What follows belongs to an exercise in optimizing a design on an open flow for small area, a short achievable clock period and few clock cycles per item; a production flow would make more cautious choices.
In this exercise RTL edits were held to simulation tests only and were not proved equivalent to the original.
Power is estimated from default activity; no workload was simulated.

==> design/flow/run.sh <==
#!/bin/bash
# synth_recipe.tcl (not shown) runs the flow's synth.tcl, then flattens the netlist and writes it again
# the make line also repeats each setting of config.mk as NAME=value (left out here)
make -C /OpenROAD-flow-scripts/flow DESIGN_CONFIG=/design/flow/config.mk WORK_HOME=/design/flow/orfs CLKGATE_MAP_FILE= SYNTH_SCRIPT=/design/flow/synth_recipe.tcl finish
==> design/flow/config.mk <==
export PLATFORM = sky130hd
export DESIGN_NAME = data_mem_ctrl
export DESIGN_NICKNAME = data_mem_ctrl
export VERILOG_FILES = /design/flow/design.v
export SDC_FILE = /design/flow/constraint.sdc
export NUM_CORES = 4
export LEC_CHECK = 0
export CAP_MARGIN = 20
export CORE_MARGIN = 2
export CORE_UTILIZATION = 72
export CTS_CLUSTER_DIAMETER = 80
export CTS_CLUSTER_SIZE = 25
export SETUP_SLACK_MARGIN = 2.9
export SLEW_MARGIN = 20
export SYNTH_HIERARCHICAL = 1
export SYNTH_MINIMUM_KEEP_SIZE = 0
==> design/flow/constraint.sdc <==
create_clock -name core_clock -period 5.0 [get_ports {clk}]
set_input_delay 1.0000 -clock core_clock [delete_from_list [all_inputs] [get_ports {clk}]]
set_output_delay 1.0000 -clock core_clock [all_outputs]
set_load 0.01 [all_outputs]
==> design/flow/design.v <==
module data_mem_ctrl #(
   parameter int ADDR_WIDTH = 6
) (
   input  logic        clk,
   input  logic        reset_n,
   input  logic        req_valid,
   output logic        req_ready,
   input  logic        req_we,
   input  logic [2:0]  req_funct3,
   input  logic [31:0] req_addr,
   input  logic [31:0] req_wdata,
   output logic        rsp_valid,
   input  logic        rsp_ready,
   output logic [31:0] rsp_rdata,
   output logic        rsp_err
);
   localparam int DEPTH = 1 << ADDR_WIDTH;
   logic [31:0] mem [DEPTH];
   logic                  req_fire;
   logic                  f3_legal;
   logic                  misaligned;
   logic                  out_of_range;
   logic                  acc_err;
   logic [ADDR_WIDTH-1:0] word_idx;
   logic [31:0]           wr_data;
   logic [3:0]            wr_be;
   logic                  mem_we;
   assign req_fire = req_valid && req_ready;
   assign word_idx = req_addr[ADDR_WIDTH+1:2];
   always_comb begin
      out_of_range = |req_addr[31:ADDR_WIDTH+2];
      if (req_we) begin
         f3_legal = (req_funct3 == 3'b000) || (req_funct3 == 3'b001) ||
                    (req_funct3 == 3'b010);
      end else begin
         f3_legal = (req_funct3 == 3'b000) || (req_funct3 == 3'b001) ||
                    (req_funct3 == 3'b010) || (req_funct3 == 3'b100) ||
                    (req_funct3 == 3'b101);
      end
      case (req_funct3[1:0])
         2'b01:   misaligned = req_addr[0];
         2'b10:   misaligned = |req_addr[1:0];
         default: misaligned = 1'b0;
      endcase
      acc_err = !f3_legal || misaligned || out_of_range;
   end
   always_comb begin
      case (req_funct3[1:0])
         2'b00: begin
            wr_data = {4{req_wdata[7:0]}};
            wr_be   = 4'b0001 << req_addr[1:0];
         end
         2'b01: begin
            wr_data = {2{req_wdata[15:0]}};
            wr_be   = req_addr[1] ? 4'b1100 : 4'b0011;
         end
         default: begin
            wr_data = req_wdata;
            wr_be   = 4'b1111;
         end
      endcase
      mem_we = req_we && !acc_err;
   end
   logic [3:0]       s1_lane;
   logic [31:0]      s1_gdata;
   logic [DEPTH-1:0] s1_sel;
   logic [31:0]      lane_mask;
   always_comb begin
      for (int i = 0; i < 4; i++) begin
         lane_mask[8*i +: 8] = {8{wr_be[i]}};
      end
   end
   logic [7:0] mem_d [DEPTH][4];
   for (genvar w = 0; w < DEPTH; w++) begin : g_word
      for (genvar i = 0; i < 4; i++) begin : g_lane
         logic hold;
         assign hold = !(s1_sel[w] && s1_lane[i]);
         for (genvar b = 0; b < 8; b++) begin : g_bit
            dmem_bit_next u_next (
               .sel  (s1_sel[w]),
               .hold (hold),
               .gd   (s1_gdata[8*i+b]),
               .q    (mem[w][8*i+b]),
               .d    (mem_d[w][i][b])
            );
         end
      end
   end
   always_ff @(posedge clk) begin
      for (int w = 0; w < DEPTH; w++) begin
         for (int i = 0; i < 4; i++) begin
            mem[w][8*i +: 8] <= mem_d[w][i];
         end
      end
   end
   logic        s1_v, s2_v, hd_v, sk_v;
   logic        s1_go, s2_go, hd_free;
   logic        s1_v_d, s2_v_d, hd_v_d, sk_v_d;
   logic        rsp_fire;
   logic             s1_ld;        
   logic             s1_err;
   logic [2:0]       s1_f3;
   logic [1:0]       s1_off;
   localparam int EIGHTH = DEPTH / 8;
   logic [31:0]      rd_part [8];
   logic [31:0]      rd_pair_n [4];
   logic [31:0]      rd_lo, rd_hi;
   logic [31:0]      rd_word_n;
   always_comb begin
      for (int k = 0; k < 8; k++) begin
         rd_part[k] = 32'd0;
         for (int w = 0; w < EIGHTH; w++) begin
            rd_part[k] = rd_part[k] | (mem[k*EIGHTH+w] & {32{s1_sel[k*EIGHTH+w]}});
         end
      end
   end
   for (genvar k = 0; k < 4; k++) begin : g_pair
      dmem_nor2 u_nor (.a(rd_part[2*k]), .b(rd_part[2*k+1]), .y(rd_pair_n[k]));
   end
   dmem_nand2 u_lo (.a(rd_pair_n[0]), .b(rd_pair_n[1]), .y(rd_lo));
   dmem_nand2 u_hi (.a(rd_pair_n[2]), .b(rd_pair_n[3]), .y(rd_hi));
   dmem_nor2  u_wd (.a(rd_lo), .b(rd_hi), .y(rd_word_n));
   logic        s2_ld;
   logic        s2_err;
   logic [2:0]  s2_f3;
   logic [1:0]  s2_off;
   logic [31:0] s2_word_n;
   logic [31:0] s2_word;
   logic [15:0] ld_half;
   logic [31:0] ld_data;
   logic [31:0] s2_rdata;
   always_comb begin
      s2_word = ~s2_word_n;
      ld_half = 16'(s2_word >> {s2_off, 3'b000});
      case (s2_f3)
         3'b000:  ld_data = {{24{ld_half[7]}}, ld_half[7:0]};
         3'b001:  ld_data = {{16{ld_half[15]}}, ld_half};
         3'b010:  ld_data = s2_word;
         3'b100:  ld_data = {24'd0, ld_half[7:0]};
         3'b101:  ld_data = {16'd0, ld_half};
         default: ld_data = 32'd0;
      endcase
      s2_rdata = s2_ld ? ld_data : 32'd0;
   end
   logic [31:0] hd_rdata, sk_rdata;
   logic        hd_err, sk_err;
   assign rsp_fire = hd_v && rsp_ready;
   assign hd_free  = !hd_v || rsp_ready;
   assign s2_go    = s2_v && (hd_free || !sk_v);
   assign s1_go    = s1_v && (!s2_v || s2_go);
   always_comb begin
      s1_v_d = req_fire || (s1_v && !s1_go);
      s2_v_d = s1_go || (s2_v && !s2_go);
      if (hd_free) begin
         hd_v_d = sk_v || s2_v;
         sk_v_d = sk_v && s2_v;
      end else begin
         hd_v_d = 1'b1;
         sk_v_d = sk_v || s2_v;
      end
   end
   always_ff @(posedge clk or negedge reset_n) begin
      if (!reset_n) begin
         s1_v      <= 1'b0;
         s1_lane   <= 4'd0;
         s1_gdata  <= 32'd0;
         s2_v      <= 1'b0;
         hd_v      <= 1'b0;
         sk_v      <= 1'b0;
         req_ready <= 1'b0;
      end else begin
         s1_v      <= s1_v_d;
         if (req_fire) begin
            s1_lane  <= mem_we ? wr_be : 4'd0;
            s1_gdata <= mem_we ? (wr_data & lane_mask) : 32'd0;
         end else if (s1_go || !s1_v) begin
            s1_lane  <= 4'd0;
            s1_gdata <= 32'd0;
         end
         s2_v      <= s2_v_d;
         hd_v      <= hd_v_d;
         sk_v      <= sk_v_d;
         req_ready <= !(s1_v_d && s2_v_d && hd_v_d && sk_v_d);
      end
   end
   always_ff @(posedge clk) begin
      if (req_fire) begin
         s1_ld  <= !req_we && !acc_err;
         s1_err <= acc_err;
         s1_f3  <= req_funct3;
         s1_off <= req_addr[1:0];
         for (int w = 0; w < DEPTH; w++) begin
            s1_sel[w] <= (word_idx == ADDR_WIDTH'(w));
         end
      end
      if (s1_go) begin
         s2_ld   <= s1_ld;
         s2_err  <= s1_err;
         s2_f3   <= s1_f3;
         s2_off  <= s1_off;
         s2_word_n <= rd_word_n;
      end
      hd_rdata <= ({32{hd_free &&  sk_v}} & sk_rdata) |
                  ({32{hd_free && !sk_v}} & s2_rdata) |
                  ({32{!hd_free}}         & hd_rdata);
      hd_err   <= (hd_free &&  sk_v && sk_err) ||
                  (hd_free && !sk_v && s2_err) ||
                  (!hd_free && hd_err);
      if (hd_free ? sk_v : !sk_v) begin
         sk_rdata <= s2_rdata;
         sk_err   <= s2_err;
      end
   end
   assign rsp_valid = hd_v;
   assign rsp_rdata = hd_rdata;
   assign rsp_err   = hd_err;
endmodule
module dmem_bit_next (
   input  logic sel,
   input  logic hold,
   input  logic gd,
   input  logic q,
   output logic d
);
   assign d = (sel & gd) | (hold & q);
endmodule
module dmem_nor2 (
   input  logic [31:0] a,
   input  logic [31:0] b,
   output logic [31:0] y
);
   assign y = ~(a | b);
endmodule
module dmem_nand2 (
   input  logic [31:0] a,
   input  logic [31:0] b,
   output logic [31:0] y
);
   assign y = ~(a & b);
endmodule
==> run summary <==
[logic make-up after synthesis]
family,Yosys count
and+or+nand+nor,943
adders and majority gates,7
muxes,16
AOI/OAI and AO/OA,3249
DFF,2265
buffers and inverters,341
[synth_stat cells (all sizes together), types with 2 or more instances]
cell     count  area [um^2]
nand2      376         1428
mux2         8        90.09
a21oi       25        125.1
nand4      260         1627
or3         19        118.9
o2111ai      3        56.31
o22a         8        70.07
ha           6        75.07
nand2b       7        43.79
o21ai       19        95.09
nor2b        6        37.54
buf         45        229.0
a21o         2        15.01
a22o      2067        18100
mux4         8        180.2
nor4        10        92.59
o211ai      18        198.9
a32o        24        240.2
edfxtp     143         4294
dfxtp     2081        41660
nand3       10        50.05
inv          8        30.03
or2          4        25.03
clkbuf     287         1079
dfrtp       41         1026
o22ai       16        106.4
a22oi     1064         7988
nor2       247        927.1
[worst max path at each step]
stage,startpoint,endpoint,cells past startpoint
6_report,req_ready,req_ready,1
5_1_grt,hd_v,rsp_valid,1
4_1_cts,hd_v,rsp_valid,1
3_5_place_dp,req_funct3[1],s1_gdata[10],7
3_3_place_gp,req_funct3[1],s1_gdata[19],7
2_1_floorplan,req_valid,s1_gdata[16],5
[metal layers]
| metal | part of all wire (%) | track usage, % | routed length, um |
|---|---|---|---|
| met1 | 39 | 55.09 | 93940 |
| met2 | 44 | 61.17 | 106900 |
| met3 | 11 | 9.332 | 27560 |
| met4 | 6.3 | 24.26 | 15360 |
| met5 | 0.0053 | 0 | 13 |
[modules after synthesis, one instance, submodules excluded]
module	copies in the design	flip-flops and latches
dmem_bit_next	2048	0
data_mem_ctrl	1	2265
dmem_nand2	2	0
dmem_nor2	5	0
[layout make-up]
type,count,area share [%]
timing repair buffer,351,3.924
sequential,2265,53.61
tap,1488,2.119
inverter,9,0.06979
clock inverter,6,0.07122
clock buffer,124,3.035
antenna,4,0.01140
multi-input combinational,4218,37.16
[sequential cells by signal, summed over array words and instances (netlist names)]
register / flops
mem: 2048
s1_sel: 64
hd_rdata: 32
s1_gdata: 32
s2_word_n: 32
sk_rdata: 32
s1_lane: 4
s1_f3: 3
s2_f3: 3
s1_off: 2
s2_off: 2
hd_err: 1
hd_v: 1
req_ready: 1
s1_err: 1
s1_ld: 1
s1_v: 1
s2_err: 1
s2_ld: 1
s2_v: 1
sk_err: 1
sk_v: 1
[power breakdown]
part / total [W] / switching [W] / internal (W)
registers: 0.0188 / 0.000240 / 0.0186
logic: 0.00272 / 0.00190 / 0.000820
clock network: 0.00927 / 0.00549 / 0.00378
[timing repair]
action                                  4_1_cts  5_1_grt
gates resized for setup                     350      114
endpoints found under the setup margin      843      471
buffers inserted                             89       25
pin swaps                                    11       34
gates cloned                                  3        4
hold buffers                                  0        0
[through the flow]
stage               setup WS (ns)  power, W  utilization [%]  hold WS, ns
detailed placement         0.8944   0.02146            75.11       0.4107
global placement           0.9616   0.02139            75.11       0.4088
finish                      2.730   0.03084            79.48       0.3853
floorplan                   2.303   0.02054                -       0.4003
global route                2.691   0.03165            79.47       0.4362
CTS                         2.707   0.03064            78.79       0.4009
==> reports/metrics.yaml <==
synthesis:
  synth-adder-area-share_pct: 0.1062
  synth_mux_area_share_pct: 0.3374
  synth_edf_count: 143
  yosys.area_share.simple_pct: 5.481
  synth_compound_area_share_pct: 33.76
  synthCells: 6821
  synth_top_family_by_area: "compound AO/OA/AOI/OAI gates"
  ys_seq_area_share_pct: 58.64
  syn_avg_cell_area_um2: 11.74
  async_flop_share_pct: 1.810
  synth-warning-count: 13
  yosys_register_bits: 2265
  synthesis.area_um2: 80110
  synth_flop_cell: "dfxtp_1"
  synth_xor_xnor_area_share_pct: 0
  synth_cell_types: 49
  synth_nets: 6899
sta:
  hold_viol: 0
  rsz0062_at_grt: "true"
  fin_crit_sh_pct: 45.40
  fmax_mhz: 440.5
  skew_ns: 0.02459
  period_needed_ns: 2.270
  finalSetupViolCount: 0
  relSlewSlack_pct: 30.26
  tightest_slew_ns: 1.046
  slew_viol_final: 0
  fin_setup_tns_ns: 0
setup_path:
  worst_setup_path_start_kind: "flop"
  reg2regPathDepth: 6
  crit_arrival_ns: 1.27
  worst_ep_required_time_ns: 4.00
  path_delay_family: "flip-flops"
  cp_max_fo: 2
  regToRegStartpoint: "s1_sel[34]"
  critPathSlowestCell: "dfrtp_1"
  rrSetupSlack_ns: 2.82
  end_kind: "output pin"
  cp_num_buf_inv: 1
  critical_path_class: "reg -> out"
  slowest_delay_ns: 0.39
  crit_path_cell_trace: "buf_2"
  reg2reg_to: "s2_word_n[8]"
floorplan:
  die-height_um: 337.6
  die-area_um2: 114000
  coreArea_um2: 110500
  initial_core_util_pct: 72.49
  die_w_um: 337.6
  rows: 122
  io_pins: 107
layout:
  final_area_um2: 87840
  multi_input_comb_area_um2: 32640
  nFillCells: 6987
  nets: 7023
  layout.cells.most_common: "a22o_1"
  register_area_um2: 47090
  fin_cells: 8465
  area_delta_synth_final_pct: 9.651
  most-common-layout-cells: "a22o_1 (2067), dfxtp_1 (2048), a22oi_1 (1032), nand2_1 (345), nand4_1 (260)"
  drive_above_1_share_pct: 9.522
detailed_routing:
  drc: 0
  first_pass_iters: 10
  vias: 64514
  drt-vias-per-instance: 7.621
  ant_nets: 0
  drt_iter0_drc: 8951
  drt-wirelength-per-cell_um: 28.79
  wl_um: 243700
cts:
  cts_buffers: 100
  cts_max_level: 3
  path_clk_slew_ns: 0.10
  worstSkewPairLatency_ns: 0.74
  clock_sinks: 2265
  cts_root_buf: "clkbuf_16"
  clk_path_buf_depth: 3
  cts_tree: "done"
run_status:
  status: "no timing/DRC/antenna violations"
power_and_ir_drop:
  power_density_nw_per_um2: 351.1
  ir_drop_uv: 313.6
  leakagePower_nw: 32.24
placed_design:
  placed_cell_area_um2: 83010
  placed_cells: 8210
  dp_hpwl_um: 145400
  io_buffers: 106
  gp_congestion: 0.9155
global_route:
  grt_first_pass_wirelength_um: 365400
  grt_max_degree: 74
  antenna_found_initial: 7
  grt_pass1_vias: 60956
  grt.total_usage_pct: 41.10
  grt-ovfl-total: 0
job:
  maxCapViolations: 0
worst_hold_path:
  hold_path.class: "in -> async"
Testbench counts, summed over its fixed seeds: cycles 12,024, items 12,000.

-- port drivers added, routing unchanged --
No port has a modelled driver above. Below, the same layout with a new extraction and two added sets of constraints.
Step 1 sets driving cells, clkbuf_16 on the clock port and buf_2 on the other inputs (assumed; they add their load-dependent delay and slew).
Step 2, shift: input delay + t, output delay - t, t = (earliest + latest rising clock arrival at the registers) / 2. This alone moves slack from input paths to output paths.
a / b / c = ideal ports / drivers / drivers and shift; a / b = the first two.
shift t [ns]: 0.802
setup WS [ns]: 2.730 / 2.655 / 2.162
hold slack, ns: 0.385 / 0.335 / 0.437
worst setup path after step 2: input to register
pins driven straight from the clock port: 1
After both steps setup and hold are still met in this run. The setup slack of this run moves by -0.075 ns with the drivers and by -0.568 ns with both steps.
